This is an optimization exercise on Yosys and OpenROAD, whose aim is small area and a short achievable clock period, not a production implementation.
At most, simulation tests tie the RTL to the original design; equivalence was not proved.
Power figures rest on the tool's default switching activity, not on a simulated workload.

== lane 1 ==
==> flow/design.v (excerpt) <==
module dcache_dm (
  input  logic        CLK,
  input  logic        nRST,
  input  logic        halt,
  input  logic        dmemREN,
  input  logic        dmemWEN,
  input  logic        datomic,
  input  logic [31:0] dmemaddr,
  input  logic [31:0] dmemstore,
  output logic        dhit,
  output logic [31:0] dmemload,
  output logic        dREN,
  output logic        dWEN,
  output logic [31:0] daddr,
  output logic [31:0] dstore,
  input  logic        dwait,
  input  logic [31:0] dload,
  output logic        flushed
);
For scale: about 2400 cells after synthesis, ~200 I/O pins, ~0.031 mm^2 of cells after synthesis.
export LEC_CHECK = 0
export ABC_AREA = 1
export CAP_MARGIN = 20
export CORE_MARGIN = 2
export CORE_UTILIZATION = 50
export CTS_CLUSTER_DIAMETER = 80
export CTS_CLUSTER_SIZE = 30
export SETUP_SLACK_MARGIN = 2.0
export SLEW_MARGIN = 20
create_clock -name core_clock -period 6.5 [get_ports {CLK}]
standard.sh (not shown) runs the stock make flow with config.mk's settings and CLKGATE_MAP_FILE= SYNTH_SCRIPT=/design/flow/synth_recipe.tcl, a recipe that flattens the netlist after the stock synthesis.
==> flow/flow/run.sh <==
#!/bin/bash
# Standard layout, with the ports buffered by buf_4 cells instead of the default buffer.
set -e
cp standard.sh standard_sh_copy.log
export BUFFER_PORTS_ARGS="-buffer_cell sky130_fd_sc_hd__buf_4"
bash standard.sh > standard_flow.log 2>&1
The inputs of lane 2 differ from those of lane 1 as listed below.
==> flow/run.sh (new file) <==
#!/bin/bash
# synth_recipe.tcl (not shown) runs the flow's synth.tcl, then flattens the netlist and writes it again
# the make line also repeats each setting of config.mk as NAME=value (left out here)
make -C /OpenROAD-flow-scripts/flow DESIGN_CONFIG=/design/flow/config.mk WORK_HOME=/design/flow/orfs CLKGATE_MAP_FILE= SYNTH_SCRIPT=/design/flow/synth_recipe.tcl finish
removed: flow/flow/run.sh
removed: flow/standard.sh
==> summary.txt <==
- Looking at highest attainable clock frequency, lane 2 sits 1.5% above lane 1.
- Row leakage power total: lane 2 higher / lane 1 lower
- Lane 2 ends up with a area growth from synthesis to layout that is 3.7 points higher than in lane 1.
- Compared with lane 1, lane 2 has extra setup slack.
- Changes observed in lane 2 relative to lane 1: share of the clock period used by the worst path after layout dropped 1.1 points; number of clock buffers in the layout went up 5.4%; insertion delay of the later-clocked pin in the worst-skew pair +0.02 ns; cell area power density has decreased; wire length shrank by about 1.7%.
- Of the two values seen for cell at the slowest stage of the critical path, sky130_fd_sc_hd__nor3_4 was produced by lane 1 and sky130_fd_sc_hd__buf_2 by lane 2.
- Compared with lane 1, lane 2 shows a switching component of the power that is 0.77% higher.
--- input diff lane 2..lane 3 ---
Settings: changing SETUP_SLACK_MARGIN from 2.0 to 2.5.
Notes after the runs:
For lane 2, the capturing element of the worst setup path was dhit, unlike lane 3, where it was dmemload[0]. Via-per-instance ratio | lane 3 above lane 2. Relative to lane 2, number of ordinary and repair buffers in the finished layout has gone up in lane 3. What lane 2 reported for length of routed met3 wiring has to be multiplied by 1.15 to get the figure for lane 3. [lane 3] global router's overall resource usage rose 0.76 points relative to lane 2.
No run of this note included a check of the RTL's function; only the layout flow was run.


The RTL this note starts from:
==> flow/design.v <==
module dcache_dm (
  input  logic        CLK,
  input  logic        nRST,
  input  logic        halt,
  input  logic        dmemREN,
  input  logic        dmemWEN,
  input  logic        datomic,
  input  logic [31:0] dmemaddr,
  input  logic [31:0] dmemstore,
  output logic        dhit,
  output logic [31:0] dmemload,
  output logic        dREN,
  output logic        dWEN,
  output logic [31:0] daddr,
  output logic [31:0] dstore,
  input  logic        dwait,
  input  logic [31:0] dload,
  output logic        flushed
);
  logic s_idle, s_wb0, s_wb1, s_ld0, s_ld1, s_flush, s_fwb0, s_fwb1, s_done, s_fl;
  logic [7:0]  valid, dirty;
  logic [25:0] tags   [8];
  logic [31:0] words0 [8];
  logic [31:0] words1 [8];
  logic [2:0]  cnt;
  logic [25:0] req_tag;
  logic [2:0]  req_idx;
  logic        req_off;
  logic        req, hit, miss, do_write;
  assign req_tag = dmemaddr[31:6];
  assign req_idx = dmemaddr[5:3];
  assign req_off = dmemaddr[2];
  assign req     = dmemREN | dmemWEN;
  logic [2:0]  ridx;
  logic        roff;
  logic [25:0] rtag;
  logic [31:0] rword;
  assign ridx  = s_fl ? cnt : req_idx;
  assign roff  = s_idle ? req_off : (s_wb1 | s_fwb1);
  assign rtag  = tags[ridx];
  assign rword = roff ? words1[ridx] : words0[ridx];
  assign hit  = s_idle && req && valid[req_idx] && (rtag == req_tag);
  assign miss = s_idle && req && !hit && !halt;
  logic [31:0] link;
  logic        link_valid;
  logic        link_eq, sc_ok;
  assign link_eq  = (link == dmemaddr);
  assign sc_ok    = link_valid && link_eq;
  assign do_write = hit && dmemWEN && (!datomic || sc_ok);
  always_ff @(posedge CLK or negedge nRST) begin
    if (!nRST)                              link_valid <= 1'b0;
    else if (hit && !dmemWEN && datomic)    link_valid <= 1'b1;
    else if (do_write && link_eq)           link_valid <= 1'b0;
  end
  always_ff @(posedge CLK) begin
    if (hit && !dmemWEN && datomic) link <= dmemaddr;
  end
  logic fl_last, fl_clean;
  assign fl_last  = (cnt == 3'd7);
  assign fl_clean = !dirty[cnt];
  always_ff @(posedge CLK or negedge nRST) begin
    if (!nRST) begin
      s_idle  <= 1'b1;
      s_wb0   <= 1'b0;
      s_wb1   <= 1'b0;
      s_ld0   <= 1'b0;
      s_ld1   <= 1'b0;
      s_flush <= 1'b0;
      s_fwb0  <= 1'b0;
      s_fwb1  <= 1'b0;
      s_done  <= 1'b0;
      s_fl    <= 1'b0;
    end else begin
      s_idle  <= s_idle ? (!halt && !miss) : (s_ld1 && !dwait);
      s_wb0   <= (miss && dirty[req_idx]) || (s_wb0 && dwait);
      s_wb1   <= (s_wb0 && !dwait) || (s_wb1 && dwait);
      s_ld0   <= (miss && !dirty[req_idx]) || (s_wb1 && !dwait) || (s_ld0 && dwait);
      s_ld1   <= (s_ld0 && !dwait) || (s_ld1 && dwait);
      s_flush <= (s_idle && halt) || (s_flush && fl_clean && !fl_last) ||
                 (s_fwb1 && !dwait && !fl_last);
      s_fwb0  <= (s_flush && !fl_clean) || (s_fwb0 && dwait);
      s_fwb1  <= (s_fwb0 && !dwait) || (s_fwb1 && dwait);
      s_done  <= s_done || (s_flush && fl_clean && fl_last) || (s_fwb1 && !dwait && fl_last);
      s_fl    <= (s_idle && halt) || (s_flush && !(fl_clean && fl_last)) || s_fwb0 ||
                 (s_fwb1 && !(!dwait && fl_last));
    end
  end
  assign dhit     = hit;
  assign dmemload = dmemWEN ? {31'b0, datomic & sc_ok} : rword;
  assign dstore   = rword;
  assign dREN     = s_ld0 | s_ld1;
  assign dWEN     = s_wb0 | s_wb1 | s_fwb0 | s_fwb1;
  assign daddr    = {rtag, ridx, (s_wb1 | s_ld1 | s_fwb1), 2'b00};
  assign flushed  = s_done;
  logic [31:0] wdata;
  logic        we0, we1, ld_done, tag_we;
  assign wdata   = s_idle ? dmemstore : dload;
  assign ld_done = s_ld1 && !dwait;
  assign we0     = (do_write && !req_off) || (s_ld0 && !dwait);
  assign we1     = (do_write &&  req_off) || ld_done;
  assign tag_we  = (s_idle && req && !dirty[req_idx]) || (s_wb1 && !dwait);
  always_ff @(posedge CLK) begin
    for (int i = 0; i < 8; i++) begin
      if (we0 && req_idx == i)    words0[i] <= wdata;
      if (we1 && req_idx == i)    words1[i] <= wdata;
      if (tag_we && req_idx == i) tags[i]   <= req_tag;
    end
  end
  always_ff @(posedge CLK or negedge nRST) begin
    if (!nRST) begin
      valid <= '0;
      dirty <= '0;
    end else begin
      for (int i = 0; i < 8; i++) begin
        if (ld_done && req_idx == i) begin
          valid[i] <= 1'b1;
          dirty[i] <= 1'b0;
        end else if (do_write && req_idx == i) begin
          dirty[i] <= 1'b1;
        end else if (s_fwb1 && !dwait && cnt == i) begin
          dirty[i] <= 1'b0;
        end
      end
    end
  end
  always_ff @(posedge CLK or negedge nRST) begin
    if (!nRST) begin
      cnt <= '0;
    end else if ((s_flush && fl_clean) || (s_fwb1 && !dwait)) begin
      if (!fl_last) cnt <= cnt + 3'd1;
    end
  end
endmodule
Settings: LEC_CHECK=0, ABC_AREA=1, CAP_MARGIN=20, CORE_MARGIN=2, CORE_UTILIZATION=60, CTS_BUF_LIST=sky130_fd_sc_hd__clkbuf_8, CTS_CLUSTER_DIAMETER=60, CTS_CLUSTER_SIZE=20, SETUP_SLACK_MARGIN=1.8, SLEW_MARGIN=20; clock period 6.5 ns.
==> flow/flow/run.sh <==
#!/bin/bash
# Standard layout, with the ports buffered by buf_4 cells instead of the default buffer
# and no dummy loads in the clock tree.
set -e
export BUFFER_PORTS_ARGS="-buffer_cell sky130_fd_sc_hd__buf_4"
export CTS_ARGS="-sink_clustering_enable -repair_clock_nets -sink_clustering_size 20 -sink_clustering_max_diameter 60 -buf_list sky130_fd_sc_hd__clkbuf_8 -dont_use_dummy_load"
bash standard.sh > standard_flow.log 2>&1
The baseline finished clean.
Change:
==> flow/flow/run.sh (replaced) <==
#!/bin/bash
# Standard layout, with the ports buffered by buf_4 cells instead of the default buffer
# and no dummy loads in the clock tree.
set -e
export BUFFER_PORTS_ARGS="-buffer_cell sky130_fd_sc_hd__buf_4"
export CTS_ARGS="-sink_clustering_enable -repair_clock_nets -sink_clustering_size 16 -sink_clustering_max_diameter 50 -buf_list sky130_fd_sc_hd__clkbuf_8 -dont_use_dummy_load"
bash standard.sh > standard_flow.log 2>&1
--- a/flow/config.mk
+++ b/flow/config.mk
@@ -12,4 +12,4 @@
 export CTS_BUF_LIST = sky130_fd_sc_hd__clkbuf_8
-export CTS_CLUSTER_DIAMETER = 60
-export CTS_CLUSTER_SIZE = 20
+export CTS_CLUSTER_DIAMETER = 50
+export CTS_CLUSTER_SIZE = 16
 export SETUP_SLACK_MARGIN = 1.8
Power goes up by 3.5%.
First-iteration DRC count is higher by about 0.33%.
Clock power increases by 16%.
Non-clock buffer count rises by 9.
Design area came out higher by about 1.3%.
Wire length grows by about 0.6%.
Clock-buffer cell count went up by 22.
Change:
==> flow/flow/run.sh (replaced) <==
#!/bin/bash
# Standard layout, with the ports buffered by buf_4 cells instead of the default buffer.
set -e
export BUFFER_PORTS_ARGS="-buffer_cell sky130_fd_sc_hd__buf_4"
bash standard.sh > standard_flow.log 2>&1
--- a/flow/config.mk
+++ b/flow/config.mk
@@ -10,7 +10,7 @@
 export CORE_MARGIN = 2
-export CORE_UTILIZATION = 60
-export CTS_BUF_LIST = sky130_fd_sc_hd__clkbuf_8
-export CTS_CLUSTER_DIAMETER = 50
-export CTS_CLUSTER_SIZE = 16
-export SETUP_SLACK_MARGIN = 1.8
+export CORE_UTILIZATION = 85
+export CTS_CLUSTER_DIAMETER = 80
+export CTS_CLUSTER_SIZE = 30
+export PLACE_DENSITY = 0.92
+export SETUP_SLACK_MARGIN = 2.0
 export SLEW_MARGIN = 20
Effect: The changed run aborted during clock tree synthesis on DPL-0038; synthesized cell count stays the same; area after synthesis stays the same.
Change:
==> flow/flow/run.sh (replaced) <==
#!/bin/bash
# Standard layout, with the ports buffered by buf_4 cells instead of the default buffer
# and no dummy loads in the clock tree.
set -e
export BUFFER_PORTS_ARGS="-buffer_cell sky130_fd_sc_hd__buf_4"
export CTS_ARGS="-sink_clustering_enable -repair_clock_nets -sink_clustering_size 30 -sink_clustering_max_diameter 80 -dont_use_dummy_load"
bash standard.sh > standard_flow.log 2>&1
--- a/flow/config.mk
+++ b/flow/config.mk
@@ -10,6 +10,5 @@
 export CORE_MARGIN = 2
-export CORE_UTILIZATION = 85
+export CORE_UTILIZATION = 60
 export CTS_CLUSTER_DIAMETER = 80
 export CTS_CLUSTER_SIZE = 30
-export PLACE_DENSITY = 0.92
 export SETUP_SLACK_MARGIN = 2.0
Effect: The changed run went through all stages and came out clean. Synthesized area does not change. Synthesized cell count does not change.

re-timing with driven ports:
In the flow no input, the clock included, has a driving cell. The finished layouts below were timed again as built, in two steps. Step 1, drivers: a clkbuf_16 drives CLK and a buf_2 each remaining input, both assumed. Step 2, shift: input delay + t, output delay - t, t = (earliest + latest rising clock arrival at the registers) / 2. This alone moves slack from input paths to output paths. Slacks: ideal ports / drivers / drivers and shift; pairs: ideal ports / drivers.
| run | t, ns | setup slack, ns | worst hold slack (ns) | worst setup path after step 2 | worst data-port slew with drivers (ns) |
|---|---|---|---|---|---|
| lane 1 | 0.651 | 1.649 / 1.580 / 1.391 | 0.479 / 0.479 / 0.479 | input to register | 0.08 |
| lane 2 | 0.663 | 1.719 / 1.685 / 1.133 | 0.486 / 0.486 / 0.486 | input to register | 0.07 |
| lane 3 | 0.658 | 1.630 / 1.570 / 1.510 | 0.482 / 0.482 / 0.482 | input to register | 0.08 |
| the first run of note 2 | 0.734 | 1.827 / 1.802 / 1.243 | 0.460 / 0.460 / 0.460 | input to register | 0.08 |
| the second run of note 2 | 0.705 | 1.762 / 1.740 / 1.279 | 0.457 / 0.457 / 0.457 | input to register | 0.08 |
| the fourth run of note 2 | 0.641 | 1.859 / 1.796 / 1.467 | 0.460 / 0.460 / 0.460 | input to register | 0.08 |
After both steps setup and hold are still met in every run listed. For lane 2, which loses most, drivers alone change the setup slack by -0.034 ns; drivers and shift together by -0.586 ns.
